This is an optimization exercise on Yosys and OpenROAD, whose aim is small area and a short achievable clock period, not a production implementation. Where RTL was checked, it was by simulation tests only, not by an equivalence proof against the original. Power is estimated from default activity; no workload was simulated.

Setup of build 59:
==> module fpalu_top, before the edit <==
module fpalu_top (
	input  logic                 clk,
	input  logic                 rst,
	input  logic                 in_valid,
	input  fpalu_pkg::fpalu_op_t op,
	input  logic                 a_sgn,
	input  fpalu_pkg::exp_t      a_exp,
	input  fpalu_pkg::man_t      a_man,
	input  logic                 b_sgn,
	input  fpalu_pkg::exp_t      b_exp,
	input  fpalu_pkg::man_t      b_man,
	output logic                 out_valid,
	output logic                 y_sgn,
	output fpalu_pkg::exp_t      y_exp,
	output fpalu_pkg::man_t      y_man
);
	logic        a_lt_b, mul;
	logic [5:0]  dab, dba;
	logic        nz_a, nz_b;
	logic [10:0] sb;
	logic [5:0]  one, two, neg;
	logic [21:0] mlf, mrf;	 
	logic [21:0] ml_a, ml_b, mr_a, mr_b;	 
	exp_lt u_lt (
		.a (a_exp),
		.b (b_exp),
		.lt(a_lt_b)
	);
	booth_enc u_enc (
		.y  (sb),
		.one(one),
		.two(two),
		.neg(neg)
	);
	always_comb begin
		mul = (op == fpalu_pkg::OP_MUL);
		dab = a_exp - b_exp;
		dba = b_exp - a_exp;
		nz_a = (a_exp[4:0] != '0);
		nz_b = (b_exp[4:0] != '0);
		sb = {nz_b, b_man[9:0]};
		mlf = {6'({1'b0, a_exp[4:0]} + {1'b0, b_exp[4:0]} + 6'd3), 4'b0, nz_b, nz_a, a_man[9:0]};
		mrf = {4'b0, neg, two, one};
		ml_a = mul ? mlf : a_man;
		ml_b = mul ? mlf : b_man;
		mr_a = mul ? mrf : a_man;
		mr_b = mul ? mrf : b_man;
	end
	logic        v1, mul1, sl1, sr1;
	logic [5:0]  el1, d1;
	logic [21:0] ml1, mr1;
	always_ff @(posedge clk) begin
		v1 <= in_valid & ~rst;
		mul1 <= mul;
		sl1 <= a_lt_b ? b_sgn : a_sgn;
		sr1 <= a_lt_b ? a_sgn : b_sgn;
		d1 <= a_lt_b ? dba : dab;
		el1 <= a_lt_b ? b_exp : a_exp;
		ml1 <= a_lt_b ? ml_b : ml_a;
		mr1 <= a_lt_b ? mr_a : mr_b;
	end
	logic [21:0] rsh;
	logic        lz, sub;
	logic [22:0] prod_s, prod_c;
	logic        pz, nz_r;
	logic [5:0]  pexp;
	operand_align u_align (
		.man(mr1),
		.d  (d1),
		.sh (rsh)
	);
	booth_mul u_mul (
		.m    (ml1[10:0]),
		.one  (mr1[5:0]),
		.two  (mr1[11:6]),
		.neg  (mr1[17:12]),
		.row_s(prod_s),
		.row_c(prod_c)
	);
	always_comb begin
		lz = (ml1 == '0);	 
		sub = sl1 ^ sr1;
		nz_r = ml1[11];
		pz = (ml1[10:0] == '0) || (mr1[11:0] == '0);	 
		pexp = ml1[21:16] + (pz ? 6'd0 : 6'(!ml1[10]) + 6'(!nz_r));
	end
	logic        v2, sg2, byp2, ci2;
	logic [5:0]  e2;
	logic [22:0] x2, y2;
	always_ff @(posedge clk) begin
		v2 <= v1 & ~rst;
		if (mul1) begin
			x2 <= prod_s;
			y2 <= prod_c;
			ci2 <= 1'b0;
			e2 <= pexp;
			sg2 <= sub;
			byp2 <= 1'b0;
		end else begin
			x2 <= {1'b0, ml1 | (mr1 & {22{lz}})};
			y2 <= lz ? '0 : {1'b0, rsh};
			ci2 <= sub & ~lz;	 
			e2 <= lz ? el1 - d1 + 6'd1 : el1 + 6'd1;	 
			sg2 <= lz ? sr1 : sl1;
			byp2 <= lz;
		end
	end
	logic [23:0] sum;
	always_comb sum = {x2, ci2} + {y2 ^ {23{ci2}}, ci2};	 
	logic        v3, sg3, byp3;
	logic [5:0]  e3;
	logic [22:0] w3;
	always_ff @(posedge clk) begin
		v3 <= v2 & ~rst;
		w3 <= sum[23:1];
		e3 <= e2;
		sg3 <= sg2;
		byp3 <= byp2;
	end
	logic [4:0]  n, z;
	logic [21:0] nman;
	lzc23 u_lzc (
		.w(w3),
		.n(n)
	);
	always_comb z = byp3 ? 5'd1 : n;	 
	sum_normalize u_norm (
		.w  (w3),
		.z  (z),
		.man(nman)
	);
	always_ff @(posedge clk) begin
		out_valid <= v3 & ~rst;
		y_sgn <= sg3;
		y_exp <= e3 - 6'(z);
		y_man <= nman;
	end
endmodule
export LEC_CHECK = 0
export CAP_MARGIN = 20
export CORE_MARGIN = 2
export CORE_UTILIZATION = 40
export SETUP_SLACK_MARGIN = 2.7
export SLEW_MARGIN = 20
export TNS_END_PERCENT = 5
create_clock -name core_clock -period 5.5 [get_ports {clk}]
standard.sh (not shown) runs the stock make flow with config.mk's settings and CLKGATE_MAP_FILE= SYNTH_SCRIPT=/design/flow/synth_recipe.tcl, a recipe that flattens the netlist after the stock synthesis.
==> flow/flow/run.sh <==
#!/bin/bash
# Standard layout, with the port buffers made from plain buffers instead of
# the delay cells buffer_ports picks by default.
set -euo pipefail
cd "$(dirname "$0")/.."
bash standard.sh synth > synth.log 2>&1
bash standard.sh "BUFFER_PORTS_ARGS=-buffer_cell sky130_fd_sc_hd__buf_1" finish > layout.log 2>&1
The following lists how build 27 was set up differently from build 59:
-- flow/design.v --
<<< build 59, line 234
	output fpalu_pkg::man_t      y_man
);
	logic        a_lt_b, mul;
	logic [5:0]  dab, dba;
	logic        nz_a, nz_b;
	logic [10:0] sb;
	logic [5:0]  one, two, neg;
	logic [21:0] mlf, mrf;	 
	logic [21:0] ml_a, ml_b, mr_a, mr_b;	 
	exp_lt u_lt (
		.a (a_exp),
>>> build 27, line 234
	output fpalu_pkg::man_t      y_man
);
	logic        a_lt_b, lt, mul;
	logic [5:0]  dab, dba;
	logic        nz_a, nz_b;
	logic [10:0] sb;
	logic [5:0]  one, two, neg;
	exp_lt u_lt (
		.a (a_exp),
<<< build 59, line 246
		.lt(a_lt_b)
	);
	booth_enc u_enc (
		.y  (sb),
>>> build 27, line 244
		.lt(a_lt_b)
	);
	always_comb begin
		mul = (op == fpalu_pkg::OP_MUL);
		lt = a_lt_b & ~mul;
		dab = a_exp - b_exp;
		dba = b_exp - a_exp;
		nz_a = (a_exp[4:0] != '0);
		nz_b = (b_exp[4:0] != '0);
		sb = {nz_b, b_man[9:0]};
	end
	booth_enc u_enc (
		.y  (sb),
<<< build 59, line 252
		.neg(neg)
	);
	always_comb begin
		mul = (op == fpalu_pkg::OP_MUL);
		dab = a_exp - b_exp;
		dba = b_exp - a_exp;
		nz_a = (a_exp[4:0] != '0);
		nz_b = (b_exp[4:0] != '0);
		sb = {nz_b, b_man[9:0]};
		mlf = {6'({1'b0, a_exp[4:0]} + {1'b0, b_exp[4:0]} + 6'd3), 4'b0, nz_b, nz_a, a_man[9:0]};
		mrf = {4'b0, neg, two, one};
		ml_a = mul ? mlf : a_man;
		ml_b = mul ? mlf : b_man;
		mr_a = mul ? mrf : a_man;
		mr_b = mul ? mrf : b_man;
	end
	logic        v1, mul1, sl1, sr1;
	logic [5:0]  el1, d1;
>>> build 27, line 259
		.neg(neg)
	);
	logic        v1, mul1, sl1, sr1;
	logic [5:0]  el1, d1;
<<< build 59, line 272
		v1 <= in_valid & ~rst;
		mul1 <= mul;
		sl1 <= a_lt_b ? b_sgn : a_sgn;
		sr1 <= a_lt_b ? a_sgn : b_sgn;
		d1 <= a_lt_b ? dba : dab;
		el1 <= a_lt_b ? b_exp : a_exp;
		ml1 <= a_lt_b ? ml_b : ml_a;
		mr1 <= a_lt_b ? mr_a : mr_b;
	end
	logic [21:0] rsh;
>>> build 27, line 265
		v1 <= in_valid & ~rst;
		mul1 <= mul;
		sl1 <= lt ? b_sgn : a_sgn;
		sr1 <= lt ? a_sgn : b_sgn;
		d1 <= a_lt_b ? dba : dab;
		el1 <= lt ? b_exp : a_exp;
		if (mul) begin
			ml1 <= {6'({1'b0, a_exp[4:0]} + {1'b0, b_exp[4:0]} + 6'd3), 4'b0, nz_b, nz_a, a_man[9:0]};
			mr1 <= {4'b0, neg, two, one};
		end else begin
			ml1 <= lt ? b_man : a_man;
			mr1 <= lt ? a_man : b_man;
		end
	end
	logic [21:0] rsh;
==> run summary <==
- No stage failed in build 27, and the final checks on the layout all came back clean.
- In build 27, share of synthesized cell area in and, or, nand and nor gates is lower than in build 59.
- On portion of total power attributed to the clock network: between build 27 and build 59, it ends up lower for build 59.
- Summary of build 27 over build 59: sequential share of layout area rose by 0.59 points, global-route usage decreased 0.27 points, portion of the layout cell area used by non-clock buffers lost 1.2 points.
- Non-clock buffer count, build 27 vs build 59: down by more than 10%
- There was hardly any difference in wire length the detailed router placed on met1 between build 59 and build 27.
- Build 27 reports its top routing layer in use as met4 while build 59 reports met5.
- Going from build 59 to build 27, the design area was found to have gone down by about 2%.
- Total power in build 27 vs build 59: down about 2.8%
For build 59, only the layout was checked, not whether the RTL still works.

what the ideal ports hide:
The results above use ideal ports. As a check the final layouts listed here were re-extracted and re-timed, cells and wires unchanged. Step 1, drivers: a clkbuf_16 drives clk and a buf_2 each remaining input, both assumed. Step 2, shift: input delay + t, output delay - t, t = (earliest + latest rising clock arrival at the registers) / 2. This alone moves slack from input paths to output paths. a / b / c = no drivers / after step 1 / after step 2; a / b = the first two.
run | t (ns) | setup WS [ns] | worst hold slack (ns) | clock arrival spread, ns | pins driven straight from the clock port
build 59 | 0.487 | 2.660 / 2.680 / 2.195 | 0.332 / 0.332 / 0.332 | 0.011 / 0.010 | 1
build 27 | 0.485 | 2.726 / 2.726 / 2.289 | 0.326 / 0.326 / 0.326 | 0.020 / 0.019 | 1
After both steps setup and hold are still met in every run listed. For build 59, which loses most, drivers alone change the setup slack by +0.020 ns; drivers and shift together by -0.465 ns.
